Context: an optimization exercise on an open-source flow, tuned for small area, a short achievable clock period and few clock cycles. The choices shown serve that exercise and are no tape-out recipe.
The RTL was checked by simulation tests, not by an equivalence proof against the original design.
No activity file was given, so power comes from the tool's default toggle rates.

===== flow/config.mk =====
export PLATFORM = sky130hd
export DESIGN_NAME = window_mac5_acc
export DESIGN_NICKNAME = window_mac5_acc
export VERILOG_FILES = /design/flow/design.v
export SDC_FILE = /design/flow/constraint.sdc
export NUM_CORES = 4
export LEC_CHECK = 0
export CAP_MARGIN = 20
export CORE_MARGIN = 2
export CORE_UTILIZATION = 40
export SETUP_SLACK_MARGIN = 4.6
export SLEW_MARGIN = 20

===== flow/constraint.sdc =====
create_clock -name core_clock -period 7.5 [get_ports {clk}]
set_input_delay 1.5000 -clock core_clock [delete_from_list [all_inputs] [get_ports {clk}]]
set_output_delay 1.5000 -clock core_clock [all_outputs]
set_load 0.01 [all_outputs]

===== flow/design.v =====
package window_mac5_acc_pkg;
  typedef enum logic [1:0] {IDLE, ACCUM, DRAIN, OUT} state_t;
  localparam int DEF_WORD_WIDTH = 16;
  localparam int DEF_FRAC_BITS = 8;
endpackage
module booth_enc (
  input  logic [15:0] w,
  output logic [7:0] one,
  output logic [7:0] two,
  output logic [7:0] neg
);
  assign one[0] = w[0] ^ 1'b0;
  assign two[0] = (w[1] & ~w[0] & ~1'b0) | (~w[1] & w[0] & 1'b0);
  assign neg[0] = w[1];
  assign one[1] = w[2] ^ w[1];
  assign two[1] = (w[3] & ~w[2] & ~w[1]) | (~w[3] & w[2] & w[1]);
  assign neg[1] = w[3];
  assign one[2] = w[4] ^ w[3];
  assign two[2] = (w[5] & ~w[4] & ~w[3]) | (~w[5] & w[4] & w[3]);
  assign neg[2] = w[5];
  assign one[3] = w[6] ^ w[5];
  assign two[3] = (w[7] & ~w[6] & ~w[5]) | (~w[7] & w[6] & w[5]);
  assign neg[3] = w[7];
  assign one[4] = w[8] ^ w[7];
  assign two[4] = (w[9] & ~w[8] & ~w[7]) | (~w[9] & w[8] & w[7]);
  assign neg[4] = w[9];
  assign one[5] = w[10] ^ w[9];
  assign two[5] = (w[11] & ~w[10] & ~w[9]) | (~w[11] & w[10] & w[9]);
  assign neg[5] = w[11];
  assign one[6] = w[12] ^ w[11];
  assign two[6] = (w[13] & ~w[12] & ~w[11]) | (~w[13] & w[12] & w[11]);
  assign neg[6] = w[13];
  assign one[7] = w[14] ^ w[13];
  assign two[7] = (w[15] & ~w[14] & ~w[13]) | (~w[15] & w[14] & w[13]);
  assign neg[7] = w[15];
endmodule
module pp_sum (
  input  logic [7:0] one,
  input  logic [7:0] two,
  input  logic [7:0] neg,
  input  logic [18:0] x,
  output logic [41:0] pa,
  output logic [41:0] pb,
  output logic [41:0] pc
);
  logic [20:0] xe;
  assign xe = {{2{x[18]}}, x};
  logic [19:0] pp0;
  assign pp0 = ({20{one[0]}} & xe[19:0] | {20{two[0]}} & {xe[18:0], 1'b0}) ^ {20{neg[0]}};
  logic [19:0] pp1;
  assign pp1 = ({20{one[1]}} & xe[19:0] | {20{two[1]}} & {xe[18:0], 1'b0}) ^ {20{neg[1]}};
  logic [19:0] pp2;
  assign pp2 = ({20{one[2]}} & xe[19:0] | {20{two[2]}} & {xe[18:0], 1'b0}) ^ {20{neg[2]}};
  logic [19:0] pp3;
  assign pp3 = ({20{one[3]}} & xe[19:0] | {20{two[3]}} & {xe[18:0], 1'b0}) ^ {20{neg[3]}};
  logic [19:0] pp4;
  assign pp4 = ({20{one[4]}} & xe[19:0] | {20{two[4]}} & {xe[18:0], 1'b0}) ^ {20{neg[4]}};
  logic [19:0] pp5;
  assign pp5 = ({20{one[5]}} & xe[19:0] | {20{two[5]}} & {xe[18:0], 1'b0}) ^ {20{neg[5]}};
  logic [19:0] pp6;
  assign pp6 = ({20{one[6]}} & xe[19:0] | {20{two[6]}} & {xe[18:0], 1'b0}) ^ {20{neg[6]}};
  logic [19:0] pp7;
  assign pp7 = ({20{one[7]}} & xe[19:0] | {20{two[7]}} & {xe[18:0], 1'b0}) ^ {20{neg[7]}};
  logic as1, ac1;
  assign as1 = neg[2] ^ pp0[4];
  assign ac1 = neg[2] & pp0[4];
  logic as2, ac2;
  assign as2 = pp0[5] ^ pp1[3];
  assign ac2 = pp0[5] & pp1[3];
  logic as3, ac3;
  assign as3 = neg[3] ^ pp0[6] ^ pp1[4];
  assign ac3 = (neg[3] & pp0[6]) | (neg[3] & pp1[4]) | (pp0[6] & pp1[4]);
  logic as4, ac4;
  assign as4 = pp2[2] ^ pp3[0];
  assign ac4 = pp2[2] & pp3[0];
  logic as5, ac5;
  assign as5 = pp0[7] ^ pp1[5] ^ pp2[3];
  assign ac5 = (pp0[7] & pp1[5]) | (pp0[7] & pp2[3]) | (pp1[5] & pp2[3]);
  logic as6, ac6;
  assign as6 = pp3[1] ^ ac4;
  assign ac6 = pp3[1] & ac4;
  logic as7, ac7;
  assign as7 = neg[4] ^ pp0[8] ^ pp1[6];
  assign ac7 = (neg[4] & pp0[8]) | (neg[4] & pp1[6]) | (pp0[8] & pp1[6]);
  logic as8, ac8;
  assign as8 = pp2[4] ^ pp3[2] ^ pp4[0];
  assign ac8 = (pp2[4] & pp3[2]) | (pp2[4] & pp4[0]) | (pp3[2] & pp4[0]);
  logic as9, ac9;
  assign as9 = ac5 ^ ac6;
  assign ac9 = ac5 & ac6;
  logic as10, ac10;
  assign as10 = pp0[9] ^ pp1[7] ^ pp2[5];
  assign ac10 = (pp0[9] & pp1[7]) | (pp0[9] & pp2[5]) | (pp1[7] & pp2[5]);
  logic as11, ac11;
  assign as11 = pp3[3] ^ pp4[1] ^ ac7;
  assign ac11 = (pp3[3] & pp4[1]) | (pp3[3] & ac7) | (pp4[1] & ac7);
  logic as12, ac12;
  assign as12 = ac8 ^ as10;
  assign ac12 = ac8 & as10;
  logic as13, ac13;
  assign as13 = neg[5] ^ pp0[10] ^ pp1[8];
  assign ac13 = (neg[5] & pp0[10]) | (neg[5] & pp1[8]) | (pp0[10] & pp1[8]);
  logic as14, ac14;
  assign as14 = pp2[6] ^ pp3[4] ^ pp4[2];
  assign ac14 = (pp2[6] & pp3[4]) | (pp2[6] & pp4[2]) | (pp3[4] & pp4[2]);
  logic as15, ac15;
  assign as15 = pp5[0] ^ ac10 ^ as13;
  assign ac15 = (pp5[0] & ac10) | (pp5[0] & as13) | (ac10 & as13);
  logic as16, ac16;
  assign as16 = as14 ^ ac12;
  assign ac16 = as14 & ac12;
  logic as17, ac17;
  assign as17 = pp0[11] ^ pp1[9] ^ pp2[7];
  assign ac17 = (pp0[11] & pp1[9]) | (pp0[11] & pp2[7]) | (pp1[9] & pp2[7]);
  logic as18, ac18;
  assign as18 = pp3[5] ^ pp4[3] ^ pp5[1];
  assign ac18 = (pp3[5] & pp4[3]) | (pp3[5] & pp5[1]) | (pp4[3] & pp5[1]);
  logic as19, ac19;
  assign as19 = ac13 ^ ac14 ^ as17;
  assign ac19 = (ac13 & ac14) | (ac13 & as17) | (ac14 & as17);
  logic as20, ac20;
  assign as20 = as18 ^ ac15;
  assign ac20 = as18 & ac15;
  logic as21, ac21;
  assign as21 = neg[6] ^ pp0[12] ^ pp1[10];
  assign ac21 = (neg[6] & pp0[12]) | (neg[6] & pp1[10]) | (pp0[12] & pp1[10]);
  logic as22, ac22;
  assign as22 = pp2[8] ^ pp3[6] ^ pp4[4];
  assign ac22 = (pp2[8] & pp3[6]) | (pp2[8] & pp4[4]) | (pp3[6] & pp4[4]);
  logic as23, ac23;
  assign as23 = pp5[2] ^ pp6[0] ^ ac17;
  assign ac23 = (pp5[2] & pp6[0]) | (pp5[2] & ac17) | (pp6[0] & ac17);
  logic as24, ac24;
  assign as24 = ac18 ^ as21 ^ as22;
  assign ac24 = (ac18 & as21) | (ac18 & as22) | (as21 & as22);
  logic as25, ac25;
  assign as25 = ac19 ^ as23;
  assign ac25 = ac19 & as23;
  logic as26, ac26;
  assign as26 = pp0[13] ^ pp1[11] ^ pp2[9];
  assign ac26 = (pp0[13] & pp1[11]) | (pp0[13] & pp2[9]) | (pp1[11] & pp2[9]);
  logic as27, ac27;
  assign as27 = pp3[7] ^ pp4[5] ^ pp5[3];
  assign ac27 = (pp3[7] & pp4[5]) | (pp3[7] & pp5[3]) | (pp4[5] & pp5[3]);
  logic as28, ac28;
  assign as28 = pp6[1] ^ ac21 ^ ac22;
  assign ac28 = (pp6[1] & ac21) | (pp6[1] & ac22) | (ac21 & ac22);
  logic as29, ac29;
  assign as29 = as26 ^ as27 ^ ac23;
  assign ac29 = (as26 & as27) | (as26 & ac23) | (as27 & ac23);
  logic as30, ac30;
  assign as30 = ac24 ^ as28;
  assign ac30 = ac24 & as28;
  logic as31, ac31;
  assign as31 = neg[7] ^ pp0[14] ^ pp1[12];
  assign ac31 = (neg[7] & pp0[14]) | (neg[7] & pp1[12]) | (pp0[14] & pp1[12]);
  logic as32, ac32;
  assign as32 = pp2[10] ^ pp3[8] ^ pp4[6];
  assign ac32 = (pp2[10] & pp3[8]) | (pp2[10] & pp4[6]) | (pp3[8] & pp4[6]);
  logic as33, ac33;
  assign as33 = pp5[4] ^ pp6[2] ^ pp7[0];
  assign ac33 = (pp5[4] & pp6[2]) | (pp5[4] & pp7[0]) | (pp6[2] & pp7[0]);
  logic as34, ac34;
  assign as34 = ac26 ^ ac27 ^ as31;
  assign ac34 = (ac26 & ac27) | (ac26 & as31) | (ac27 & as31);
  logic as35, ac35;
  assign as35 = as32 ^ as33 ^ ac28;
  assign ac35 = (as32 & as33) | (as32 & ac28) | (as33 & ac28);
  logic as36, ac36;
  assign as36 = as34 ^ ac30;
  assign ac36 = as34 & ac30;
  logic as37, ac37;
  assign as37 = pp0[15] ^ pp1[13] ^ pp2[11];
  assign ac37 = (pp0[15] & pp1[13]) | (pp0[15] & pp2[11]) | (pp1[13] & pp2[11]);
  logic as38, ac38;
  assign as38 = pp3[9] ^ pp4[7] ^ pp5[5];
  assign ac38 = (pp3[9] & pp4[7]) | (pp3[9] & pp5[5]) | (pp4[7] & pp5[5]);
  logic as39, ac39;
  assign as39 = pp6[3] ^ pp7[1] ^ ac31;
  assign ac39 = (pp6[3] & pp7[1]) | (pp6[3] & ac31) | (pp7[1] & ac31);
  logic as40, ac40;
  assign as40 = ac32 ^ ac33 ^ as37;
  assign ac40 = (ac32 & ac33) | (ac32 & as37) | (ac33 & as37);
  logic as41, ac41;
  assign as41 = as38 ^ ac34 ^ as39;
  assign ac41 = (as38 & ac34) | (as38 & as39) | (ac34 & as39);
  logic as42, ac42;
  assign as42 = as40 ^ ac35;
  assign ac42 = as40 & ac35;
  logic as43, ac43;
  assign as43 = pp0[16] ^ pp1[14] ^ pp2[12];
  assign ac43 = (pp0[16] & pp1[14]) | (pp0[16] & pp2[12]) | (pp1[14] & pp2[12]);
  logic as44, ac44;
  assign as44 = pp3[10] ^ pp4[8] ^ pp5[6];
  assign ac44 = (pp3[10] & pp4[8]) | (pp3[10] & pp5[6]) | (pp4[8] & pp5[6]);
  logic as45, ac45;
  assign as45 = pp6[4] ^ pp7[2] ^ ac37;
  assign ac45 = (pp6[4] & pp7[2]) | (pp6[4] & ac37) | (pp7[2] & ac37);
  logic as46, ac46;
  assign as46 = ac38 ^ as43 ^ as44;
  assign ac46 = (ac38 & as43) | (ac38 & as44) | (as43 & as44);
  logic as47, ac47;
  assign as47 = ac39 ^ ac40 ^ as45;
  assign ac47 = (ac39 & ac40) | (ac39 & as45) | (ac40 & as45);
  logic as48, ac48;
  assign as48 = as46 ^ ac41;
  assign ac48 = as46 & ac41;
  logic as49, ac49;
  assign as49 = pp0[17] ^ pp1[15] ^ pp2[13];
  assign ac49 = (pp0[17] & pp1[15]) | (pp0[17] & pp2[13]) | (pp1[15] & pp2[13]);
  logic as50, ac50;
  assign as50 = pp3[11] ^ pp4[9] ^ pp5[7];
  assign ac50 = (pp3[11] & pp4[9]) | (pp3[11] & pp5[7]) | (pp4[9] & pp5[7]);
  logic as51, ac51;
  assign as51 = pp6[5] ^ pp7[3] ^ ac43;
  assign ac51 = (pp6[5] & pp7[3]) | (pp6[5] & ac43) | (pp7[3] & ac43);
  logic as52, ac52;
  assign as52 = ac44 ^ as49 ^ as50;
  assign ac52 = (ac44 & as49) | (ac44 & as50) | (as49 & as50);
  logic as53, ac53;
  assign as53 = ac45 ^ ac46 ^ as51;
  assign ac53 = (ac45 & ac46) | (ac45 & as51) | (ac46 & as51);
  logic as54, ac54;
  assign as54 = as52 ^ ac47;
  assign ac54 = as52 & ac47;
  logic as55, ac55;
  assign as55 = pp0[18] ^ pp1[16] ^ pp2[14];
  assign ac55 = (pp0[18] & pp1[16]) | (pp0[18] & pp2[14]) | (pp1[16] & pp2[14]);
  logic as56, ac56;
  assign as56 = pp3[12] ^ pp4[10] ^ pp5[8];
  assign ac56 = (pp3[12] & pp4[10]) | (pp3[12] & pp5[8]) | (pp4[10] & pp5[8]);
  logic as57, ac57;
  assign as57 = pp6[6] ^ pp7[4] ^ ac49;
  assign ac57 = (pp6[6] & pp7[4]) | (pp6[6] & ac49) | (pp7[4] & ac49);
  logic as58, ac58;
  assign as58 = ac50 ^ as55 ^ as56;
  assign ac58 = (ac50 & as55) | (ac50 & as56) | (as55 & as56);
  logic as59, ac59;
  assign as59 = ac51 ^ ac52 ^ as57;
  assign ac59 = (ac51 & ac52) | (ac51 & as57) | (ac52 & as57);
  logic as60, ac60;
  assign as60 = as58 ^ ac53;
  assign ac60 = as58 & ac53;
  logic as61, ac61;
  assign as61 = 1'b1 ^ ~pp0[19] ^ pp1[17];
  assign ac61 = (1'b1 & ~pp0[19]) | (1'b1 & pp1[17]) | (~pp0[19] & pp1[17]);
  logic as62, ac62;
  assign as62 = pp2[15] ^ pp3[13] ^ pp4[11];
  assign ac62 = (pp2[15] & pp3[13]) | (pp2[15] & pp4[11]) | (pp3[13] & pp4[11]);
  logic as63, ac63;
  assign as63 = pp5[9] ^ pp6[7] ^ pp7[5];
  assign ac63 = (pp5[9] & pp6[7]) | (pp5[9] & pp7[5]) | (pp6[7] & pp7[5]);
  logic as64, ac64;
  assign as64 = ac55 ^ ac56 ^ as61;
  assign ac64 = (ac55 & ac56) | (ac55 & as61) | (ac56 & as61);
  logic as65, ac65;
  assign as65 = as62 ^ as63 ^ ac57;
  assign ac65 = (as62 & as63) | (as62 & ac57) | (as63 & ac57);
  logic as66, ac66;
  assign as66 = ac58 ^ as64 ^ as65;
  assign ac66 = (ac58 & as64) | (ac58 & as65) | (as64 & as65);
  logic as67, ac67;
  assign as67 = 1'b1 ^ pp1[18] ^ pp2[16];
  assign ac67 = (1'b1 & pp1[18]) | (1'b1 & pp2[16]) | (pp1[18] & pp2[16]);
  logic as68, ac68;
  assign as68 = pp3[14] ^ pp4[12] ^ pp5[10];
  assign ac68 = (pp3[14] & pp4[12]) | (pp3[14] & pp5[10]) | (pp4[12] & pp5[10]);
  logic as69, ac69;
  assign as69 = pp6[8] ^ pp7[6] ^ ac61;
  assign ac69 = (pp6[8] & pp7[6]) | (pp6[8] & ac61) | (pp7[6] & ac61);
  logic as70, ac70;
  assign as70 = ac62 ^ ac63 ^ as67;
  assign ac70 = (ac62 & ac63) | (ac62 & as67) | (ac63 & as67);
  logic as71, ac71;
  assign as71 = as68 ^ ac64 ^ as69;
  assign ac71 = (as68 & ac64) | (as68 & as69) | (ac64 & as69);
  logic as72, ac72;
  assign as72 = as70 ^ ac65;
  assign ac72 = as70 & ac65;
  logic as73, ac73;
  assign as73 = ~pp1[19] ^ pp2[17] ^ pp3[15];
  assign ac73 = (~pp1[19] & pp2[17]) | (~pp1[19] & pp3[15]) | (pp2[17] & pp3[15]);
  logic as74, ac74;
  assign as74 = pp4[13] ^ pp5[11] ^ pp6[9];
  assign ac74 = (pp4[13] & pp5[11]) | (pp4[13] & pp6[9]) | (pp5[11] & pp6[9]);
  logic as75, ac75;
  assign as75 = pp7[7] ^ ac67 ^ ac68;
  assign ac75 = (pp7[7] & ac67) | (pp7[7] & ac68) | (ac67 & ac68);
  logic as76, ac76;
  assign as76 = as73 ^ as74 ^ ac69;
  assign ac76 = (as73 & as74) | (as73 & ac69) | (as74 & ac69);
  logic as77, ac77;
  assign as77 = ac70 ^ as75 ^ as76;
  assign ac77 = (ac70 & as75) | (ac70 & as76) | (as75 & as76);
  logic as78, ac78;
  assign as78 = 1'b1 ^ pp2[18] ^ pp3[16];
  assign ac78 = (1'b1 & pp2[18]) | (1'b1 & pp3[16]) | (pp2[18] & pp3[16]);
  logic as79, ac79;
  assign as79 = pp4[14] ^ pp5[12] ^ pp6[10];
  assign ac79 = (pp4[14] & pp5[12]) | (pp4[14] & pp6[10]) | (pp5[12] & pp6[10]);
  logic as80, ac80;
  assign as80 = pp7[8] ^ ac73 ^ ac74;
  assign ac80 = (pp7[8] & ac73) | (pp7[8] & ac74) | (ac73 & ac74);
  logic as81, ac81;
  assign as81 = as78 ^ as79 ^ ac75;
  assign ac81 = (as78 & as79) | (as78 & ac75) | (as79 & ac75);
  logic as82, ac82;
  assign as82 = as80 ^ ac76;
  assign ac82 = as80 & ac76;
  logic as83, ac83;
  assign as83 = ~pp2[19] ^ pp3[17] ^ pp4[15];
  assign ac83 = (~pp2[19] & pp3[17]) | (~pp2[19] & pp4[15]) | (pp3[17] & pp4[15]);
  logic as84, ac84;
  assign as84 = pp5[13] ^ pp6[11] ^ pp7[9];
  assign ac84 = (pp5[13] & pp6[11]) | (pp5[13] & pp7[9]) | (pp6[11] & pp7[9]);
  logic as85, ac85;
  assign as85 = ac78 ^ ac79 ^ as83;
  assign ac85 = (ac78 & ac79) | (ac78 & as83) | (ac79 & as83);
  logic as86, ac86;
  assign as86 = as84 ^ ac80 ^ as85;
  assign ac86 = (as84 & ac80) | (as84 & as85) | (ac80 & as85);
  logic as87, ac87;
  assign as87 = 1'b1 ^ pp3[18] ^ pp4[16];
  assign ac87 = (1'b1 & pp3[18]) | (1'b1 & pp4[16]) | (pp3[18] & pp4[16]);
  logic as88, ac88;
  assign as88 = pp5[14] ^ pp6[12] ^ pp7[10];
  assign ac88 = (pp5[14] & pp6[12]) | (pp5[14] & pp7[10]) | (pp6[12] & pp7[10]);
  logic as89, ac89;
  assign as89 = ac83 ^ ac84 ^ as87;
  assign ac89 = (ac83 & ac84) | (ac83 & as87) | (ac84 & as87);
  logic as90, ac90;
  assign as90 = as88 ^ ac85;
  assign ac90 = as88 & ac85;
  logic as91, ac91;
  assign as91 = ~pp3[19] ^ pp4[17] ^ pp5[15];
  assign ac91 = (~pp3[19] & pp4[17]) | (~pp3[19] & pp5[15]) | (pp4[17] & pp5[15]);
  logic as92, ac92;
  assign as92 = pp6[13] ^ pp7[11] ^ ac87;
  assign ac92 = (pp6[13] & pp7[11]) | (pp6[13] & ac87) | (pp7[11] & ac87);
  logic as93, ac93;
  assign as93 = ac88 ^ as91 ^ ac89;
  assign ac93 = (ac88 & as91) | (ac88 & ac89) | (as91 & ac89);
  logic as94, ac94;
  assign as94 = 1'b1 ^ pp4[18] ^ pp5[16];
  assign ac94 = (1'b1 & pp4[18]) | (1'b1 & pp5[16]) | (pp4[18] & pp5[16]);
  logic as95, ac95;
  assign as95 = pp6[14] ^ pp7[12] ^ ac91;
  assign ac95 = (pp6[14] & pp7[12]) | (pp6[14] & ac91) | (pp7[12] & ac91);
  logic as96, ac96;
  assign as96 = as94 ^ ac92;
  assign ac96 = as94 & ac92;
  logic as97, ac97;
  assign as97 = ~pp4[19] ^ pp5[17] ^ pp6[15];
  assign ac97 = (~pp4[19] & pp5[17]) | (~pp4[19] & pp6[15]) | (pp5[17] & pp6[15]);
  logic as98, ac98;
  assign as98 = pp7[13] ^ ac94 ^ as97;
  assign ac98 = (pp7[13] & ac94) | (pp7[13] & as97) | (ac94 & as97);
  logic as99, ac99;
  assign as99 = 1'b1 ^ pp5[18] ^ pp6[16];
  assign ac99 = (1'b1 & pp5[18]) | (1'b1 & pp6[16]) | (pp5[18] & pp6[16]);
  logic as100, ac100;
  assign as100 = pp7[14] ^ ac97;
  assign ac100 = pp7[14] & ac97;
  logic as101, ac101;
  assign as101 = ~pp5[19] ^ pp6[17] ^ pp7[15];
  assign ac101 = (~pp5[19] & pp6[17]) | (~pp5[19] & pp7[15]) | (pp6[17] & pp7[15]);
  logic as102, ac102;
  assign as102 = 1'b1 ^ pp6[18];
  assign ac102 = 1'b1 & pp6[18];
  assign pa[0] = neg[0];
  assign pb[0] = pp0[0];
  assign pc[0] = 1'b0;
  assign pa[1] = pp0[1];
  assign pb[1] = 1'b0;
  assign pc[1] = 1'b0;
  assign pa[2] = neg[1];
  assign pb[2] = pp0[2];
  assign pc[2] = pp1[0];
  assign pa[3] = pp0[3];
  assign pb[3] = pp1[1];
  assign pc[3] = 1'b0;
  assign pa[4] = pp1[2];
  assign pb[4] = pp2[0];
  assign pc[4] = as1;
  assign pa[5] = pp2[1];
  assign pb[5] = ac1;
  assign pc[5] = as2;
  assign pa[6] = ac2;
  assign pb[6] = as4;
  assign pc[6] = as3;
  assign pa[7] = ac3;
  assign pb[7] = as5;
  assign pc[7] = as6;
  assign pa[8] = as7;
  assign pb[8] = as8;
  assign pc[8] = as9;
  assign pa[9] = ac9;
  assign pb[9] = as12;
  assign pc[9] = as11;
  assign pa[10] = ac11;
  assign pb[10] = as15;
  assign pc[10] = as16;
  assign pa[11] = ac16;
  assign pb[11] = as19;
  assign pc[11] = as20;
  assign pa[12] = as24;
  assign pb[12] = ac20;
  assign pc[12] = as25;
  assign pa[13] = ac25;
  assign pb[13] = as30;
  assign pc[13] = as29;
  assign pa[14] = ac29;
  assign pb[14] = as35;
  assign pc[14] = as36;
  assign pa[15] = ac36;
  assign pb[15] = as41;
  assign pc[15] = as42;
  assign pa[16] = as47;
  assign pb[16] = ac42;
  assign pc[16] = as48;
  assign pa[17] = as53;
  assign pb[17] = ac48;
  assign pc[17] = as54;
  assign pa[18] = as59;
  assign pb[18] = ac54;
  assign pc[18] = as60;
  assign pa[19] = ac59;
  assign pb[19] = ac60;
  assign pc[19] = as66;
  assign pa[20] = as71;
  assign pb[20] = as72;
  assign pc[20] = ac66;
  assign pa[21] = ac71;
  assign pb[21] = ac72;
  assign pc[21] = as77;
  assign pa[22] = as81;
  assign pb[22] = as82;
  assign pc[22] = ac77;
  assign pa[23] = ac81;
  assign pb[23] = as86;
  assign pc[23] = ac82;
  assign pa[24] = as89;
  assign pb[24] = as90;
  assign pc[24] = ac86;
  assign pa[25] = as92;
  assign pb[25] = ac90;
  assign pc[25] = as93;
  assign pa[26] = as95;
  assign pb[26] = as96;
  assign pc[26] = ac93;
  assign pa[27] = ac95;
  assign pb[27] = as98;
  assign pc[27] = ac96;
  assign pa[28] = as99;
  assign pb[28] = as100;
  assign pc[28] = ac98;
  assign pa[29] = ac99;
  assign pb[29] = as101;
  assign pc[29] = ac100;
  assign pa[30] = pp7[16];
  assign pb[30] = as102;
  assign pc[30] = ac101;
  assign pa[31] = ~pp6[19];
  assign pb[31] = pp7[17];
  assign pc[31] = ac102;
  assign pa[32] = 1'b1;
  assign pb[32] = pp7[18];
  assign pc[32] = 1'b0;
  assign pa[33] = ~pp7[19];
  assign pb[33] = 1'b0;
  assign pc[33] = 1'b0;
  assign pa[34] = 1'b1;
  assign pb[34] = 1'b0;
  assign pc[34] = 1'b0;
  assign pa[35] = 1'b1;
  assign pb[35] = 1'b0;
  assign pc[35] = 1'b0;
  assign pa[36] = 1'b1;
  assign pb[36] = 1'b0;
  assign pc[36] = 1'b0;
  assign pa[37] = 1'b1;
  assign pb[37] = 1'b0;
  assign pc[37] = 1'b0;
  assign pa[38] = 1'b1;
  assign pb[38] = 1'b0;
  assign pc[38] = 1'b0;
  assign pa[39] = 1'b1;
  assign pb[39] = 1'b0;
  assign pc[39] = 1'b0;
  assign pa[40] = 1'b1;
  assign pb[40] = 1'b0;
  assign pc[40] = 1'b0;
  assign pa[41] = 1'b1;
  assign pb[41] = 1'b0;
  assign pc[41] = 1'b0;
endmodule
module acc_add (
  input  logic [41:0] acc,
  input  logic [7:0] cin,
  input  logic [41:0] pa,
  input  logic [41:0] pb,
  input  logic [41:0] pc,
  output logic [41:0] acc_n,
  output logic [7:0] cout
);
  logic [41:0] r0, r1;
  logic bs1, bc1;
  assign bs1 = acc[0] ^ pa[0] ^ pb[0];
  assign bc1 = (acc[0] & pa[0]) | (acc[0] & pb[0]) | (pa[0] & pb[0]);
  logic bs2, bc2;
  assign bs2 = acc[1] ^ pa[1] ^ pb[1];
  assign bc2 = (acc[1] & pa[1]) | (acc[1] & pb[1]) | (pa[1] & pb[1]);
  logic bs3, bc3;
  assign bs3 = pc[1] ^ bc1;
  assign bc3 = pc[1] & bc1;
  logic bs4, bc4;
  assign bs4 = acc[2] ^ pa[2] ^ pb[2];
  assign bc4 = (acc[2] & pa[2]) | (acc[2] & pb[2]) | (pa[2] & pb[2]);
  logic bs5, bc5;
  assign bs5 = pc[2] ^ bc2 ^ bs4;
  assign bc5 = (pc[2] & bc2) | (pc[2] & bs4) | (bc2 & bs4);
  logic bs6, bc6;
  assign bs6 = acc[3] ^ pa[3] ^ pb[3];
  assign bc6 = (acc[3] & pa[3]) | (acc[3] & pb[3]) | (pa[3] & pb[3]);
  logic bs7, bc7;
  assign bs7 = pc[3] ^ bc4 ^ bs6;
  assign bc7 = (pc[3] & bc4) | (pc[3] & bs6) | (bc4 & bs6);
  logic bs8, bc8;
  assign bs8 = acc[4] ^ pa[4] ^ pb[4];
  assign bc8 = (acc[4] & pa[4]) | (acc[4] & pb[4]) | (pa[4] & pb[4]);
  logic bs9, bc9;
  assign bs9 = pc[4] ^ bc6 ^ bs8;
  assign bc9 = (pc[4] & bc6) | (pc[4] & bs8) | (bc6 & bs8);
  logic bs10, bc10;
  assign bs10 = acc[5] ^ pa[5] ^ pb[5];
  assign bc10 = (acc[5] & pa[5]) | (acc[5] & pb[5]) | (pa[5] & pb[5]);
  logic bs11, bc11;
  assign bs11 = pc[5] ^ bc8 ^ bs10;
  assign bc11 = (pc[5] & bc8) | (pc[5] & bs10) | (bc8 & bs10);
  logic bs12, bc12;
  assign bs12 = acc[6] ^ pa[6] ^ pb[6];
  assign bc12 = (acc[6] & pa[6]) | (acc[6] & pb[6]) | (pa[6] & pb[6]);
  logic bs13, bc13;
  assign bs13 = pc[6] ^ bc10 ^ bs12;
  assign bc13 = (pc[6] & bc10) | (pc[6] & bs12) | (bc10 & bs12);
  logic bs14, bc14;
  assign bs14 = acc[7] ^ pa[7] ^ pb[7];
  assign bc14 = (acc[7] & pa[7]) | (acc[7] & pb[7]) | (pa[7] & pb[7]);
  logic bs15, bc15;
  assign bs15 = pc[7] ^ bc12 ^ bs14;
  assign bc15 = (pc[7] & bc12) | (pc[7] & bs14) | (bc12 & bs14);
  logic bs16, bc16;
  assign bs16 = acc[8] ^ pa[8] ^ pb[8];
  assign bc16 = (acc[8] & pa[8]) | (acc[8] & pb[8]) | (pa[8] & pb[8]);
  logic bs17, bc17;
  assign bs17 = pc[8] ^ bc14 ^ bs16;
  assign bc17 = (pc[8] & bc14) | (pc[8] & bs16) | (bc14 & bs16);
  logic bs18, bc18;
  assign bs18 = acc[9] ^ pa[9] ^ pb[9];
  assign bc18 = (acc[9] & pa[9]) | (acc[9] & pb[9]) | (pa[9] & pb[9]);
  logic bs19, bc19;
  assign bs19 = pc[9] ^ bc16 ^ bs18;
  assign bc19 = (pc[9] & bc16) | (pc[9] & bs18) | (bc16 & bs18);
  logic bs20, bc20;
  assign bs20 = acc[10] ^ pa[10] ^ pb[10];
  assign bc20 = (acc[10] & pa[10]) | (acc[10] & pb[10]) | (pa[10] & pb[10]);
  logic bs21, bc21;
  assign bs21 = pc[10] ^ bc18 ^ bs20;
  assign bc21 = (pc[10] & bc18) | (pc[10] & bs20) | (bc18 & bs20);
  logic bs22, bc22;
  assign bs22 = acc[11] ^ pa[11] ^ pb[11];
  assign bc22 = (acc[11] & pa[11]) | (acc[11] & pb[11]) | (pa[11] & pb[11]);
  logic bs23, bc23;
  assign bs23 = pc[11] ^ bc20 ^ bs22;
  assign bc23 = (pc[11] & bc20) | (pc[11] & bs22) | (bc20 & bs22);
  logic bs24, bc24;
  assign bs24 = acc[12] ^ pa[12] ^ pb[12];
  assign bc24 = (acc[12] & pa[12]) | (acc[12] & pb[12]) | (pa[12] & pb[12]);
  logic bs25, bc25;
  assign bs25 = pc[12] ^ bc22 ^ bs24;
  assign bc25 = (pc[12] & bc22) | (pc[12] & bs24) | (bc22 & bs24);
  logic bs26, bc26;
  assign bs26 = acc[13] ^ pa[13] ^ pb[13];
  assign bc26 = (acc[13] & pa[13]) | (acc[13] & pb[13]) | (pa[13] & pb[13]);
  logic bs27, bc27;
  assign bs27 = pc[13] ^ bc24 ^ bs26;
  assign bc27 = (pc[13] & bc24) | (pc[13] & bs26) | (bc24 & bs26);
  logic bs28, bc28;
  assign bs28 = acc[14] ^ pa[14] ^ pb[14];
  assign bc28 = (acc[14] & pa[14]) | (acc[14] & pb[14]) | (pa[14] & pb[14]);
  logic bs29, bc29;
  assign bs29 = pc[14] ^ bc26 ^ bs28;
  assign bc29 = (pc[14] & bc26) | (pc[14] & bs28) | (bc26 & bs28);
  logic bs30, bc30;
  assign bs30 = acc[15] ^ pa[15] ^ pb[15];
  assign bc30 = (acc[15] & pa[15]) | (acc[15] & pb[15]) | (pa[15] & pb[15]);
  logic bs31, bc31;
  assign bs31 = pc[15] ^ bc28 ^ bs30;
  assign bc31 = (pc[15] & bc28) | (pc[15] & bs30) | (bc28 & bs30);
  logic bs32, bc32;
  assign bs32 = acc[16] ^ pa[16] ^ pb[16];
  assign bc32 = (acc[16] & pa[16]) | (acc[16] & pb[16]) | (pa[16] & pb[16]);
  logic bs33, bc33;
  assign bs33 = pc[16] ^ bc30 ^ bs32;
  assign bc33 = (pc[16] & bc30) | (pc[16] & bs32) | (bc30 & bs32);
  logic bs34, bc34;
  assign bs34 = acc[17] ^ pa[17] ^ pb[17];
  assign bc34 = (acc[17] & pa[17]) | (acc[17] & pb[17]) | (pa[17] & pb[17]);
  logic bs35, bc35;
  assign bs35 = pc[17] ^ bc32 ^ bs34;
  assign bc35 = (pc[17] & bc32) | (pc[17] & bs34) | (bc32 & bs34);
  logic bs36, bc36;
  assign bs36 = acc[18] ^ pa[18] ^ pb[18];
  assign bc36 = (acc[18] & pa[18]) | (acc[18] & pb[18]) | (pa[18] & pb[18]);
  logic bs37, bc37;
  assign bs37 = pc[18] ^ bc34 ^ bs36;
  assign bc37 = (pc[18] & bc34) | (pc[18] & bs36) | (bc34 & bs36);
  logic bs38, bc38;
  assign bs38 = acc[19] ^ pa[19] ^ pb[19];
  assign bc38 = (acc[19] & pa[19]) | (acc[19] & pb[19]) | (pa[19] & pb[19]);
  logic bs39, bc39;
  assign bs39 = pc[19] ^ bc36 ^ bs38;
  assign bc39 = (pc[19] & bc36) | (pc[19] & bs38) | (bc36 & bs38);
  logic bs40, bc40;
  assign bs40 = acc[20] ^ pa[20] ^ pb[20];
  assign bc40 = (acc[20] & pa[20]) | (acc[20] & pb[20]) | (pa[20] & pb[20]);
  logic bs41, bc41;
  assign bs41 = pc[20] ^ bc38 ^ bs40;
  assign bc41 = (pc[20] & bc38) | (pc[20] & bs40) | (bc38 & bs40);
  logic bs42, bc42;
  assign bs42 = acc[21] ^ pa[21] ^ pb[21];
  assign bc42 = (acc[21] & pa[21]) | (acc[21] & pb[21]) | (pa[21] & pb[21]);
  logic bs43, bc43;
  assign bs43 = pc[21] ^ bc40 ^ bs42;
  assign bc43 = (pc[21] & bc40) | (pc[21] & bs42) | (bc40 & bs42);
  logic bs44, bc44;
  assign bs44 = acc[22] ^ pa[22] ^ pb[22];
  assign bc44 = (acc[22] & pa[22]) | (acc[22] & pb[22]) | (pa[22] & pb[22]);
  logic bs45, bc45;
  assign bs45 = pc[22] ^ bc42 ^ bs44;
  assign bc45 = (pc[22] & bc42) | (pc[22] & bs44) | (bc42 & bs44);
  logic bs46, bc46;
  assign bs46 = acc[23] ^ pa[23] ^ pb[23];
  assign bc46 = (acc[23] & pa[23]) | (acc[23] & pb[23]) | (pa[23] & pb[23]);
  logic bs47, bc47;
  assign bs47 = pc[23] ^ bc44 ^ bs46;
  assign bc47 = (pc[23] & bc44) | (pc[23] & bs46) | (bc44 & bs46);
  logic bs48, bc48;
  assign bs48 = acc[24] ^ pa[24] ^ pb[24];
  assign bc48 = (acc[24] & pa[24]) | (acc[24] & pb[24]) | (pa[24] & pb[24]);
  logic bs49, bc49;
  assign bs49 = pc[24] ^ bc46 ^ bs48;
  assign bc49 = (pc[24] & bc46) | (pc[24] & bs48) | (bc46 & bs48);
  logic bs50, bc50;
  assign bs50 = acc[25] ^ pa[25] ^ pb[25];
  assign bc50 = (acc[25] & pa[25]) | (acc[25] & pb[25]) | (pa[25] & pb[25]);
  logic bs51, bc51;
  assign bs51 = pc[25] ^ bc48 ^ bs50;
  assign bc51 = (pc[25] & bc48) | (pc[25] & bs50) | (bc48 & bs50);
  logic bs52, bc52;
  assign bs52 = acc[26] ^ pa[26] ^ pb[26];
  assign bc52 = (acc[26] & pa[26]) | (acc[26] & pb[26]) | (pa[26] & pb[26]);
  logic bs53, bc53;
  assign bs53 = pc[26] ^ bc50 ^ bs52;
  assign bc53 = (pc[26] & bc50) | (pc[26] & bs52) | (bc50 & bs52);
  logic bs54, bc54;
  assign bs54 = acc[27] ^ pa[27] ^ pb[27];
  assign bc54 = (acc[27] & pa[27]) | (acc[27] & pb[27]) | (pa[27] & pb[27]);
  logic bs55, bc55;
  assign bs55 = pc[27] ^ bc52 ^ bs54;
  assign bc55 = (pc[27] & bc52) | (pc[27] & bs54) | (bc52 & bs54);
  logic bs56, bc56;
  assign bs56 = acc[28] ^ pa[28] ^ pb[28];
  assign bc56 = (acc[28] & pa[28]) | (acc[28] & pb[28]) | (pa[28] & pb[28]);
  logic bs57, bc57;
  assign bs57 = pc[28] ^ bc54 ^ bs56;
  assign bc57 = (pc[28] & bc54) | (pc[28] & bs56) | (bc54 & bs56);
  logic bs58, bc58;
  assign bs58 = acc[29] ^ pa[29] ^ pb[29];
  assign bc58 = (acc[29] & pa[29]) | (acc[29] & pb[29]) | (pa[29] & pb[29]);
  logic bs59, bc59;
  assign bs59 = pc[29] ^ bc56 ^ bs58;
  assign bc59 = (pc[29] & bc56) | (pc[29] & bs58) | (bc56 & bs58);
  logic bs60, bc60;
  assign bs60 = acc[30] ^ pa[30] ^ pb[30];
  assign bc60 = (acc[30] & pa[30]) | (acc[30] & pb[30]) | (pa[30] & pb[30]);
  logic bs61, bc61;
  assign bs61 = pc[30] ^ bc58 ^ bs60;
  assign bc61 = (pc[30] & bc58) | (pc[30] & bs60) | (bc58 & bs60);
  logic bs62, bc62;
  assign bs62 = acc[31] ^ pa[31] ^ pb[31];
  assign bc62 = (acc[31] & pa[31]) | (acc[31] & pb[31]) | (pa[31] & pb[31]);
  logic bs63, bc63;
  assign bs63 = pc[31] ^ bc60 ^ bs62;
  assign bc63 = (pc[31] & bc60) | (pc[31] & bs62) | (bc60 & bs62);
  logic bs64, bc64;
  assign bs64 = acc[32] ^ pa[32] ^ pb[32];
  assign bc64 = (acc[32] & pa[32]) | (acc[32] & pb[32]) | (pa[32] & pb[32]);
  logic bs65, bc65;
  assign bs65 = pc[32] ^ bc62 ^ bs64;
  assign bc65 = (pc[32] & bc62) | (pc[32] & bs64) | (bc62 & bs64);
  logic bs66, bc66;
  assign bs66 = acc[33] ^ pa[33] ^ pb[33];
  assign bc66 = (acc[33] & pa[33]) | (acc[33] & pb[33]) | (pa[33] & pb[33]);
  logic bs67, bc67;
  assign bs67 = pc[33] ^ bc64 ^ bs66;
  assign bc67 = (pc[33] & bc64) | (pc[33] & bs66) | (bc64 & bs66);
  logic bs68, bc68;
  assign bs68 = acc[34] ^ pa[34] ^ pb[34];
  assign bc68 = (acc[34] & pa[34]) | (acc[34] & pb[34]) | (pa[34] & pb[34]);
  logic bs69, bc69;
  assign bs69 = pc[34] ^ bc66 ^ bs68;
  assign bc69 = (pc[34] & bc66) | (pc[34] & bs68) | (bc66 & bs68);
  logic bs70, bc70;
  assign bs70 = acc[35] ^ pa[35] ^ pb[35];
  assign bc70 = (acc[35] & pa[35]) | (acc[35] & pb[35]) | (pa[35] & pb[35]);
  logic bs71, bc71;
  assign bs71 = pc[35] ^ bc68 ^ bs70;
  assign bc71 = (pc[35] & bc68) | (pc[35] & bs70) | (bc68 & bs70);
  logic bs72, bc72;
  assign bs72 = acc[36] ^ pa[36] ^ pb[36];
  assign bc72 = (acc[36] & pa[36]) | (acc[36] & pb[36]) | (pa[36] & pb[36]);
  logic bs73, bc73;
  assign bs73 = pc[36] ^ bc70 ^ bs72;
  assign bc73 = (pc[36] & bc70) | (pc[36] & bs72) | (bc70 & bs72);
  logic bs74, bc74;
  assign bs74 = acc[37] ^ pa[37] ^ pb[37];
  assign bc74 = (acc[37] & pa[37]) | (acc[37] & pb[37]) | (pa[37] & pb[37]);
  logic bs75, bc75;
  assign bs75 = pc[37] ^ bc72 ^ bs74;
  assign bc75 = (pc[37] & bc72) | (pc[37] & bs74) | (bc72 & bs74);
  logic bs76, bc76;
  assign bs76 = acc[38] ^ pa[38] ^ pb[38];
  assign bc76 = (acc[38] & pa[38]) | (acc[38] & pb[38]) | (pa[38] & pb[38]);
  logic bs77, bc77;
  assign bs77 = pc[38] ^ bc74 ^ bs76;
  assign bc77 = (pc[38] & bc74) | (pc[38] & bs76) | (bc74 & bs76);
  logic bs78, bc78;
  assign bs78 = acc[39] ^ pa[39] ^ pb[39];
  assign bc78 = (acc[39] & pa[39]) | (acc[39] & pb[39]) | (pa[39] & pb[39]);
  logic bs79, bc79;
  assign bs79 = pc[39] ^ bc76 ^ bs78;
  assign bc79 = (pc[39] & bc76) | (pc[39] & bs78) | (bc76 & bs78);
  logic bs80, bc80;
  assign bs80 = acc[40] ^ pa[40] ^ pb[40];
  assign bc80 = (acc[40] & pa[40]) | (acc[40] & pb[40]) | (pa[40] & pb[40]);
  logic bs81, bc81;
  assign bs81 = pc[40] ^ bc78 ^ bs80;
  assign bc81 = (pc[40] & bc78) | (pc[40] & bs80) | (bc78 & bs80);
  logic bs82, bc82;
  assign bs82 = acc[41] ^ pa[41] ^ pb[41];
  assign bc82 = (acc[41] & pa[41]) | (acc[41] & pb[41]) | (pa[41] & pb[41]);
  logic bs83, bc83;
  assign bs83 = pc[41] ^ bc80 ^ bs82;
  assign bc83 = (pc[41] & bc80) | (pc[41] & bs82) | (bc80 & bs82);
  assign r0[0] = pc[0];
  assign r1[0] = bs1;
  assign r0[1] = bs2;
  assign r1[1] = bs3;
  assign r0[2] = bc3;
  assign r1[2] = bs5;
  assign r0[3] = bc5;
  assign r1[3] = bs7;
  assign r0[4] = bc7;
  assign r1[4] = bs9;
  assign r0[5] = bc9;
  assign r1[5] = bs11;
  assign r0[6] = bc11;
  assign r1[6] = bs13;
  assign r0[7] = bc13;
  assign r1[7] = bs15;
  assign r0[8] = bc15;
  assign r1[8] = bs17;
  assign r0[9] = bc17;
  assign r1[9] = bs19;
  assign r0[10] = bc19;
  assign r1[10] = bs21;
  assign r0[11] = bc21;
  assign r1[11] = bs23;
  assign r0[12] = bc23;
  assign r1[12] = bs25;
  assign r0[13] = bc25;
  assign r1[13] = bs27;
  assign r0[14] = bc27;
  assign r1[14] = bs29;
  assign r0[15] = bc29;
  assign r1[15] = bs31;
  assign r0[16] = bc31;
  assign r1[16] = bs33;
  assign r0[17] = bc33;
  assign r1[17] = bs35;
  assign r0[18] = bc35;
  assign r1[18] = bs37;
  assign r0[19] = bc37;
  assign r1[19] = bs39;
  assign r0[20] = bc39;
  assign r1[20] = bs41;
  assign r0[21] = bc41;
  assign r1[21] = bs43;
  assign r0[22] = bc43;
  assign r1[22] = bs45;
  assign r0[23] = bc45;
  assign r1[23] = bs47;
  assign r0[24] = bc47;
  assign r1[24] = bs49;
  assign r0[25] = bc49;
  assign r1[25] = bs51;
  assign r0[26] = bc51;
  assign r1[26] = bs53;
  assign r0[27] = bc53;
  assign r1[27] = bs55;
  assign r0[28] = bc55;
  assign r1[28] = bs57;
  assign r0[29] = bc57;
  assign r1[29] = bs59;
  assign r0[30] = bc59;
  assign r1[30] = bs61;
  assign r0[31] = bc61;
  assign r1[31] = bs63;
  assign r0[32] = bc63;
  assign r1[32] = bs65;
  assign r0[33] = bc65;
  assign r1[33] = bs67;
  assign r0[34] = bc67;
  assign r1[34] = bs69;
  assign r0[35] = bc69;
  assign r1[35] = bs71;
  assign r0[36] = bc71;
  assign r1[36] = bs73;
  assign r0[37] = bc73;
  assign r1[37] = bs75;
  assign r0[38] = bc75;
  assign r1[38] = bs77;
  assign r0[39] = bc77;
  assign r1[39] = bs79;
  assign r0[40] = bc79;
  assign r1[40] = bs81;
  assign r0[41] = bc81;
  assign r1[41] = bs83;
  assign {cout[0], acc_n[4:0]} = 6'(r0[4:0]) + 6'(r1[4:0]) + 6'(1'b0);
  assign {cout[1], acc_n[9:5]} = 6'(r0[9:5]) + 6'(r1[9:5]) + 6'(cin[0]);
  assign {cout[2], acc_n[14:10]} = 6'(r0[14:10]) + 6'(r1[14:10]) + 6'(cin[1]);
  assign {cout[3], acc_n[19:15]} = 6'(r0[19:15]) + 6'(r1[19:15]) + 6'(cin[2]);
  assign {cout[4], acc_n[24:20]} = 6'(r0[24:20]) + 6'(r1[24:20]) + 6'(cin[3]);
  assign {cout[5], acc_n[29:25]} = 6'(r0[29:25]) + 6'(r1[29:25]) + 6'(cin[4]);
  assign {cout[6], acc_n[34:30]} = 6'(r0[34:30]) + 6'(r1[34:30]) + 6'(cin[5]);
  assign {cout[7], acc_n[39:35]} = 6'(r0[39:35]) + 6'(r1[39:35]) + 6'(cin[6]);
  assign acc_n[41:40] = r0[41:40] + r1[41:40] + 2'(cin[7]);
endmodule
import window_mac5_acc_pkg::*;
module window_mac5_acc #(
  parameter int WORD_WIDTH = window_mac5_acc_pkg::DEF_WORD_WIDTH,
  parameter int FRAC_BITS  = window_mac5_acc_pkg::DEF_FRAC_BITS,
  parameter int CNT_WIDTH  = 8
) (
  input  logic                  clk,
  input  logic                  rst,
  input  logic                  w_load,
  input  logic [2:0]            w_idx,
  input  logic [WORD_WIDTH-1:0] w_data,
  input  logic                  start,
  input  logic [CNT_WIDTH-1:0]  acc_len,
  input  logic                  in_valid,
  input  logic [WORD_WIDTH-1:0] data_in_0,
  input  logic [WORD_WIDTH-1:0] data_in_1,
  input  logic [WORD_WIDTH-1:0] data_in_2,
  input  logic [WORD_WIDTH-1:0] data_in_3,
  input  logic [WORD_WIDTH-1:0] data_in_4,
  output logic                  busy,
  output logic                  out_valid,
  output logic [WORD_WIDTH-1:0] out_data
);
  localparam int XW = WORD_WIDTH + 3;             
  localparam int SW = 2 * WORD_WIDTH + CNT_WIDTH + 2;   
  localparam int PW = SW;                         
  localparam int L1 = 5;                          
  localparam int L2 = 10;                         
  localparam int L3 = 15;
  localparam logic [CNT_WIDTH-1:0] DONE_CNT = CNT_WIDTH'(-7);
  localparam int CH = 5;                          
  localparam int NCH = (SW + CH - 1) / CH;
  logic [4:0][WORD_WIDTH-1:0] weight;
  logic [4:0][WORD_WIDTH-1:0] window;
  logic [4:0][XW-1:0] x_sum, x_keep, x_add, x_nxt;
  logic [4:0] x_c1, x_c2, x_c3, c1_nxt, c2_nxt, c3_nxt;
  logic [4:0] ring;
  logic [4:0] w_set;       
  logic [XW-1:0] xr, x_sel, x_pick;
  logic c1_sel, c2_sel, c3_sel;
  logic [WORD_WIDTH-1:0] w_sel;
  logic [WORD_WIDTH/2-1:0] one, two, neg, one_r, two_r, neg_r;
  logic [PW-1:0] pa, pb, pc, pa_r, pb_r, pc_r;
  logic [SW-1:0] acc, acc_nxt, total, pend;
  logic [NCH-2:0] acc_cy, cy_nxt;
  logic [CNT_WIDTH-1:0] cnt;
  logic accum;
  logic idle, busy_nx;
  logic [4:0] ring_nx, keep;
  logic go, accept, last, fire;
  logic [SW-FRAC_BITS-1:0] rounded;
  logic [WORD_WIDTH-1:0] result;
  logic in_range;
  assign window = {data_in_4, data_in_3, data_in_2, data_in_1, data_in_0};
  assign go = idle && start && acc_len != '0;
  assign accept = accum && in_valid;
  assign last = accept && cnt == CNT_WIDTH'(1);
  assign fire = !idle && !accum && cnt == DONE_CNT;
  assign busy_nx = idle ? go : !fire;
  assign ring_nx = {ring[3:0], ring[4]};
  for (genvar i = 0; i < 5; i++) begin : g_tap
    assign x_keep[i] = keep[i] ? x_sum[i] : XW'(0);
    assign x_add[i] = accept ? XW'($signed(window[i])) : XW'(0);
    assign {c1_nxt[i], x_nxt[i][L1-1:0]} = (L1+1)'(x_keep[i][L1-1:0]) + (L1+1)'(x_add[i][L1-1:0]);
    assign {c2_nxt[i], x_nxt[i][L2-1:L1]} = (L2-L1+1)'(x_keep[i][L2-1:L1])
                                          + (L2-L1+1)'(x_add[i][L2-1:L1]) + (L2-L1+1)'(keep[i] && x_c1[i]);
    assign {c3_nxt[i], x_nxt[i][L3-1:L2]} = (L3-L2+1)'(x_keep[i][L3-1:L2])
                                          + (L3-L2+1)'(x_add[i][L3-1:L2]) + (L3-L2+1)'(keep[i] && x_c2[i]);
    assign x_nxt[i][XW-1:L3] = x_keep[i][XW-1:L3] + x_add[i][XW-1:L3] + (XW-L3)'(keep[i] && x_c3[i]);
  end
  always_comb begin
    x_sel = '0;
    c1_sel = 1'b0;
    c2_sel = 1'b0;
    c3_sel = 1'b0;
    w_sel = '0;
    for (int i = 0; i < 5; i++) begin
      x_sel = x_sel | ({XW{ring[i]}} & x_sum[i]);
      c1_sel = c1_sel | (ring[i] & x_c1[i]);
      c2_sel = c2_sel | (ring[i] & x_c2[i]);
      c3_sel = c3_sel | (ring[i] & x_c3[i]);
      w_sel = w_sel | ({WORD_WIDTH{ring[i] && w_set[i]}} & weight[i]);
    end
  end
  assign x_pick = {x_sel[XW-1:L1] + (XW-L1)'({c3_sel, {(L3-L2-1){1'b0}}, c2_sel, {(L2-L1-1){1'b0}}, c1_sel}),
                   x_sel[L1-1:0]};
  booth_enc u_enc (
    .w(w_sel),
    .one(one),
    .two(two),
    .neg(neg)
  );
  pp_sum u_pp (
    .one(one_r),
    .two(two_r),
    .neg(neg_r),
    .x(xr),
    .pa(pa),
    .pb(pb),
    .pc(pc)
  );
  acc_add u_acc (
    .acc(acc),
    .cin(acc_cy),
    .pa(pa_r),
    .pb(pb_r),
    .pc(pc_r),
    .acc_n(acc_nxt),
    .cout(cy_nxt)
  );
  always_comb begin
    pend = '0;
    for (int c = 1; c < NCH; c++) pend[c*CH] = acc_cy[c-1];
  end
  assign total = acc + pend;
  assign rounded = total[SW-1:FRAC_BITS];
  assign in_range = &rounded[SW-FRAC_BITS-1:WORD_WIDTH-1] || ~|rounded[SW-FRAC_BITS-1:WORD_WIDTH-1];
  assign result = in_range ? rounded[WORD_WIDTH-1:0]
                           : {rounded[SW-FRAC_BITS-1], {(WORD_WIDTH-1){~rounded[SW-FRAC_BITS-1]}}};
  always_ff @(posedge clk) begin
    x_sum <= x_nxt;
    x_c1 <= c1_nxt;
    x_c2 <= c2_nxt;
    x_c3 <= c3_nxt;
    xr <= (idle || rst) ? '0 : x_pick;
    one_r <= one;
    two_r <= two;
    neg_r <= neg;
    pa_r <= pa;
    pb_r <= pb;
    pc_r <= pc;
    for (int i = 0; i < 5; i++)
      if (idle && w_load && w_idx == 3'(i)) weight[i] <= w_data;
    acc <= idle ? SW'(1 << (FRAC_BITS - 1)) : acc_nxt;
    acc_cy <= idle ? '0 : cy_nxt;
    keep <= (busy_nx && !rst) ? ~ring_nx : '0;
    cnt <= idle ? acc_len : cnt - CNT_WIDTH'(!accum || in_valid);
    if (rst) begin
      ring <= 5'b00001;
      busy <= 1'b0;
      idle <= 1'b1;
      accum <= 1'b0;
      out_valid <= 1'b0;
      out_data <= '0;
      w_set <= '0;
    end else begin
      ring <= ring_nx;
      busy <= busy_nx;
      idle <= !busy_nx;
      accum <= accum ? !last : go;
      out_valid <= fire;
      if (fire) out_data <= result;
      for (int i = 0; i < 5; i++)
        if (idle && w_load && w_idx == 3'(i)) w_set[i] <= 1'b1;
    end
  end
endmodule

===== flow/flow/run.sh =====
#!/bin/bash
set -euo pipefail
export BUFFER_PORTS_ARGS="-buffer_cell sky130_fd_sc_hd__buf_2"
bash standard.sh finish > standard.log 2>&1

===== flow/standard.sh =====
#!/bin/bash
# synth_recipe.tcl (not shown) runs the flow's synth.tcl, then flattens the netlist and writes it again
# the make line also repeats each setting of config.mk as NAME=value (left out here)
make -C /OpenROAD-flow-scripts/flow DESIGN_CONFIG=/design/flow/config.mk WORK_HOME=/design/flow/orfs CLKGATE_MAP_FILE= SYNTH_SCRIPT=/design/flow/synth_recipe.tcl "${@:-finish}"

==> out/metrics.cfg, run 1 <==
[route]
ant_nets = 0
post_drt_wl_per_cell_um = 18.0
drt-initial-drc-count = 1220
drc_errors = 0
top_layer = met5
vias_per_cell = 5.16
num_vias = 17500
dr_wl_met2_um = 28100
drt-pass1-iter-count = 7
wl_met1_um = 27600
wl_met3_um = 3690
routed_wl_um = 61200

[floorplanning]
die_h_um = 254
die_area_um2 = 64300
core-area_um2 = 61600
die_x_um = 254
io-pin-count = 130
start_util_pct = 40.5
rows = 91

[sta]
max-slew-margin-rel_pct = 43.5
period_needed_ns = 2.92
rsz0062_at_grt = yes
holdWs_ns = 0.469
finClkSkew_ns = 0.0223
setup_viol = 0
slew_viol_final = 0
finalHoldViolations = 0
tightest_slew_ns = 0.848
min_period_over_period_pct = 39.0
tns_ns = 0
max_freq_mhz = 342

[yosys]
yosysWarnings = 1
synth_flop_cell = dfxtp_1
synth_top_cell_by_area = dfxtp_1
seq_area_frac_synth_pct = 37.0
ys_types = 67
ys_top_cells_by_area = dfxtp_1 (27%), fa_1 (15%), edfxtp_1 (9.6%), ha_1 (8.1%), xnor2_1 (6.4%)
synth_seq_cells = 420
synth_common_cells = dfxtp_1 (340), inv_1 (243), a22oi_1 (186), fa_1 (185), xnor2_1 (183)
syn-num-nets = 2892
synth_edf_count = 80
synthCells = 2433
synth_top_area_share_pct = 27.3
syn_area_um2 = 24900
syn_avg_cell_area_um2 = 10.2
yosysMostFrequentCell = dfxtp_1
async_flop_share_pct = 0

[clock_tree]
root_buffer = clkbuf_16
clock_tree.buffer_depth = 3
cts.clk_slew.worst_paths_ns = 0.06
htree_levels = 2
ctsHoldBuffers = 0
clk_latency_ns = 0.60
cts_tree = yes
cts_buffers = 48
cts.sinks = 420

[global_route]
grt_usage_pct = 18.9
grt_pass1_vias = 17800
antenna_found_initial = 6
grt_overflow = 0
grt_max_degree = 66
grt_pass1_wl_um = 96500

[power]
p_clk_share_pct = 38.6
netSwitchingFraction_pct = 28.6
peakVddDrop_v = 0.000168
comb_power_share_pct = 19.5
p_seq_share_pct = 41.9
p_int_mw = 4.44
switchingPower_mw = 1.78
p_leak_nw = 12.9
p_total_mw = 6.22
p_per_area_nw_per_um2 = 217

[place]
port_buffers = 129
gp_congestion = 0.866
hpwlAfterDp_um = 43600

[finish]
regArea_um2 = 9270
multiInputGateArea_um2 = 14700
drive_gt1_share_pct = 16.0
syn_to_final_growth_pct = 14.9
fillers = 5691
nNetsFinal = 2976

[setup_path]
path_class = flip-flop to flip-flop
crit_fanout = 10
worstSetupEndpointType = flip-flop
cp.required_ns = 7.96
worstSetupStartpointType = flip-flop
arrival_ns = 3.38

[status]
status = finished clean

[flow_run]
max-cap-violations = 0

[worst_hold_path]
hold_class = flip-flop to flip-flop

[repair_timing]
item,CTS,global route
setup buffers,13,16
pin swaps,13,45
gates cloned,1,3
resized for setup,51,60
setup endpoints to repair,134,60
[per-stage QoR]
stage          setup WS, ns  instance area (um^2)  utilization, %  std cells
6_report               4.58                 28600            46.5       3394
5_1_grt                4.50                 28600            46.5       3394
4_1_cts                4.55                 28300            45.9       3373
3_5_place_dp           3.68                 26300            42.8       3271
3_3_place_gp           3.73                 26300            42.8       3271
2_1_floorplan          4.48                 25100               -       2433
[placed cells by master (no fill, tap or decap), types with 12 or more instances in the layout]
master     count
a21oi_2       24
nor2_1        88
a21oi_1       49
nor2b_1       40
buf_2        129
a21o_1        69
nand3_1       19
o21ai_1       12
and2_1        78
a31oi_1       13
xnor2_1      183
and3_1        65
a22oi_1      186
nand2_1      154
dfxtp_2       38
buf_4         43
fa_1         160
clkbuf_16     51
inv_1        234
dfxtp_1      298
o21ai_0       36
xor2_1        98
edfxtp_1      80
ha_1         158
nor3_1        16
a222oi_1      22
fa_2          25
[worst max-delay path, cell delays in order, from the launching register on]
cell,delay (ns)
dfxtp_2,0.34
ha_4,0.28
nand4_1,0.15
buf_4,0.19
o21ai_4,0.19
a41oi_4,0.18
a211oi_2,0.33
xnor2_1,0.19
o2111a_1,0.23
nand4_1,0.22
mux2i_4,0.25
buf_12,0.15
a31oi_1,0.08
[logic make-up after synthesis]
| group | Yosys count | synth area share (%) |
|---|---|---|
| buf+inv | 391 | 5.89 |
| simple gates | 519 | 10.6 |
| mux | 4 | 0.211 |
| flops | 420 | 37.0 |
| xor+xnor | 281 | 9.88 |
| fa+ha+maj | 347 | 23.0 |
| compound gates | 471 | 13.5 |
[metal layers]
layer	up-vias	global-route usage, %
met2	517	30.5
met4	8	5.98
met5	-	0
li1	8408	-
met3	128	3.66
met1	8455	25.5
[power by group through the flow]
stage               clock network (mW)  registers [mW]  logic (mW)
global route                      2.56            2.63        1.39
finish                            2.40            2.61        1.21
floorplan                            0            2.57       0.917
detailed placement                   0            2.65        1.13
CTS                               2.46            2.61        1.17
global placement                     0            2.65        1.10
[cell type report]
type,count,share of cell area (%)
Antenna cell,2,0.0175
Clock buffer,61,4.58
Clock inverter,27,1.11
Inverter,244,3.21
Multi-Input combinational cell,1624,51.2
Sequential cell,420,32.4
Tap cell,837,3.66
Timing Repair Buffer,179,3.88
[final timing paths]
check / start / endpoint / slack, ns / cells past startpoint
worst max-delay path: acc[10] / out_data[10] / 4.58 / 12
worst min-delay path: w_set[0] / w_set[0] / 0.47 / 2
worst max register to register: acc[10] / out_data[10] / 4.58 / 12
worst min register to register: w_set[0] / w_set[0] / 0.47 / 2
[registers in the layout, summed over array words and instances (netlist names)]
| register | count |
|---|---|
| keep | 5 |
| weight | 80 |
| x_sum | 95 |
| neg_r | 8 |
| pc_r | 29 |
| busy | 1 |
| cnt | 8 |
| x_c2 | 5 |
| one_r | 8 |
| x_c1 | 5 |
| x_c3 | 5 |
| xr | 19 |
| idle | 1 |
| acc_cy | 8 |
| w_set | 5 |
| two_r | 8 |
| out_valid | 1 |
| acc | 42 |
| pa_r | 33 |
| out_data | 16 |
| accum | 1 |
| ring | 5 |
| pb_r | 32 |
Testbench counts, summed over its fixed seeds: cycles 17,141.
==> run 2, diff against run 1 <==
--- a/flow/config.mk
+++ b/flow/config.mk
@@ -9,4 +9,6 @@
 export CORE_MARGIN = 2
 export CORE_UTILIZATION = 40
+export CTS_CLUSTER_DIAMETER = 100
+export CTS_CLUSTER_SIZE = 22
 export SETUP_SLACK_MARGIN = 4.6
 export SLEW_MARGIN = 20
==> out/metrics.cfg, run 2 <==
[sta]
finalHoldViolations = 0  ; unchanged
period_needed_ns = 2.97  ; +0.0495 ns
slew_viol_final = 0  ; unchanged
rsz0062_at_grt = yes
tns_ns = 0  ; unchanged
min_period_over_period_pct = 39.6  ; +0.66 points
max-slew-margin-rel_pct = 44.9  ; +1.4 points
tightest_slew_ns = 0.827  ; -0.0215 ns
max_freq_mhz = 337  ; -1.7%
finClkSkew_ns = 0.0465  ; +0.0242 ns
setup_viol = 0  ; unchanged

[yosys]
yosysMostFrequentCell = dfxtp_1
ys_types = 67  ; unchanged
synth_top_area_share_pct = 27.3  ; unchanged
syn-num-nets = 2892  ; unchanged
seq_area_frac_synth_pct = 37.0  ; unchanged
async_flop_share_pct = 0  ; unchanged
synth_common_cells = dfxtp_1 (340), inv_1 (243), a22oi_1 (186), fa_1 (185), xnor2_1 (183)
synth_edf_count = 80  ; unchanged
synth_top_cell_by_area = dfxtp_1
yosysWarnings = 1  ; unchanged
synth_seq_cells = 420  ; unchanged
ys_top_cells_by_area = dfxtp_1 (27%), fa_1 (15%), edfxtp_1 (9.6%), ha_1 (8.1%), xnor2_1 (6.4%)
synth_flop_cell = dfxtp_1
synthCells = 2433  ; unchanged
syn_area_um2 = 24900  ; unchanged
syn_avg_cell_area_um2 = 10.2  ; unchanged

[setup_path]
r2r_slack_ns = 4.53  ; -0.05 ns
r2r-end = out_data[8]
worstSetupStartpointType = flip-flop
crit_end = out_data[8]
worstSetupEndpointType = flip-flop
crit_fanout = 10  ; unchanged
cp.required_ns = 7.95  ; about the same
reg2reg_from = acc[10]
path_class = flip-flop to flip-flop
arrival_ns = 3.42  ; +0.04 ns
critical_path.startpoint = acc[10]
reg2reg_depth = 12  ; unchanged

[global_route]
grt_overflow = 0  ; unchanged
antenna_found_initial = 6  ; unchanged
grt_max_degree = 66  ; unchanged
grt_usage_pct = 18.7  ; -0.24 points
grt_pass1_vias = 17600  ; -1.1%
grt_pass1_wl_um = 95800  ; -0.72%

[route]
num_vias = 17400  ; -0.78%
drt-initial-drc-count = 1246  ; +2.1%
drc_errors = 0  ; unchanged
vias_per_cell = 5.18  ; +0.43%
post_drt_wl_per_cell_um = 18.1  ; +0.41%
routed_wl_um = 60700  ; -0.80%
ant_nets = 0  ; unchanged
drt-pass1-iter-count = 6  ; -1

[clock_tree]
cts.clk_slew.worst_paths_ns = 0.10  ; +0.04 ns
cts_tree = yes
clk_latency_ns = 0.60  ; about the same
ctsHoldBuffers = 0  ; unchanged
cts_buffers = 25  ; -48%
clock_tree.buffer_depth = 3  ; unchanged
root_buffer = clkbuf_16
htree_levels = 1  ; -1
cts.sinks = 420  ; unchanged

[worst_hold_path]
hold_class = flip-flop to flip-flop

[finish]
top_register = x_sum
nNetsFinal = 2960  ; -0.54%
drive_gt1_share_pct = 14.9  ; -1.1 points
mostFrequentLayoutCells = dfxtp_1 (296), inv_1 (232), a22oi_1 (186)
final_cells = 3353  ; -1.2%
final_core_util_pct = 45.2  ; -1.3 points
reg.largest.list = x_sum x95, weight x80, acc x42
syn_to_final_growth_pct = 11.6
final_common_cell = dfxtp_1
fillers = 5767  ; +1.3%
largest_reg_flops = 95  ; unchanged

[floorplanning]
die_h_um = 254  ; unchanged
core-area_um2 = 61600  ; unchanged
start_util_pct = 40.5  ; unchanged
die_x_um = 254  ; unchanged
rows = 91  ; unchanged
io-pin-count = 130  ; unchanged
die_area_um2 = 64300  ; unchanged

[power]
p_leak_nw = 12.5  ; -3.1%
p_per_area_nw_per_um2 = 189  ; -13%
peakVddDrop_v = 0.000157  ; -6.3%

[flow_run]
max-cap-violations = 0  ; unchanged

[place]
hpwlAfterDp_um = 43600  ; unchanged
dp_cells = 3271  ; unchanged
port_buffers = 129  ; unchanged
gp_congestion = 0.866  ; unchanged

[status]
status = finished clean

[run 2: cell counts after synthesis]
Identical to the previous run, type by type.
[run 2: final cells by class]
class	instances	area [um^2]	share of cell area (%)
multi-input cells	1624	14700	52.7
flip-flops and latches	420	9280	33.4
repair buffers	186	1160	4.16
well taps	837	1050	3.77
inverters	244	920	3.31
clock buffers	31	658	2.37
clock inverters	9	90.1	0.324
diodes	2	5.00	0.0180
[run 2: critical path, stage by stage (launching register included)]
cell      delay (ns)
dfxtp_4         0.37
ha_4            0.26
nand4_1         0.14
buf_4           0.19
o21ai_4         0.20
a41oi_4         0.20
a211oi_2        0.33
xnor2_1         0.19
o2111a_1        0.23
nand4_1         0.23
mux2i_4         0.25
buf_12          0.15
a31oi_1         0.07
[run 2: metal layers]
metal / vias up / GRT usage [%] / share of wire [%] / wire (um)
met4: 8 / 5.83 / 2.7 / 1610
li1: 8333 / - / - / -
met3: 104 / 2.57 / 6.0 / 3620
met2: 509 / 30.6 / 46 / 27900
met5: - / 0 / 0.069 / 42
met1: 8425 / 25.5 / 45 / 27500
[run 2: per-stage QoR]
step	power, mW	instance area (um^2)	hold slack (ns)	setup WS [ns]
final	5.25	27800	0.477	4.53
after global routing	5.58	27800	0.497	4.44
after CTS	5.28	27500	0.479	4.55
after detailed placement	3.78	26300	0.457	3.68
after global placement	3.74	26300	0.444	3.73
after floorplan	3.49	25100	0.347	4.48
[run 2: report_power, final]
group / switching (mW) / internal, mW / total, mW
clock: 0.800 / 0.640 / 1.44
combinational: 0.630 / 0.582 / 1.21
sequential: 0.168 / 2.43 / 2.60
[run 2: cells by family (layout without fill, tap and decap cells)]
logic type,Yosys count,count (layout),synth area share (%)
and+or+nand+nor,519,521,10.6
adders and majority gates,347,347,23.0
muxes,4,4,0.211
other,0,2,0
xor gates and xnor gates,281,281,9.88
AOI/OAI and AO/OA,471,471,13.5
DFF,420,420,37.0
buffers and inverters,391,470,5.89
[run 2: what timing repair did]
action	4_1_cts	5_1_grt
setup endpoints to repair	145	56
cloned	2	2
resized for setup	55	66
pin swaps	11	46
setup buffers	21	15
[run 2: how the worst min path moves through the flow]
stage,start,end,slack (ns),depth (start not counted)
3_3_place_gp,w_set[3],w_set[3],0.44,2
2_1_floorplan,neg_r[0],pa_r[0],0.35,0
3_5_place_dp,w_set[0],w_set[0],0.46,2
5_1_grt,w_set[0],w_set[0],0.50,2
4_1_cts,w_set[0],w_set[0],0.48,2
6_report,w_set[0],w_set[0],0.48,2

-- separate check: timing with driven ports --
The results above use ideal ports. As a check the final layouts listed here were re-extracted and re-timed, cells and wires unchanged. Step 1 assumes that a clkbuf_16 drives the clock port and a buf_2 every other input. Step 2 also shifts input and output timing later by t, the mid clock arrival at the registers, as if the neighbouring blocks saw the same clock. Three values: no drivers, after step 1, after step 2; two values: the first two.
run | shift t [ns] | setup slack, ns | latest minus earliest clock arrival (ns) | worst data-port slew with drivers (ns)
run 1 | 0.651 | 4.578 / 4.578 / 4.041 | 0.023 / 0.022 | 0.10
run 2 | 0.641 | 4.529 / 4.529 / 4.071 | 0.049 / 0.049 | 0.09
After both steps setup and hold are still met in every run listed. The setup slack of run 1, which loses most, moves by 0.000 ns with the drivers and by -0.537 ns with both steps.
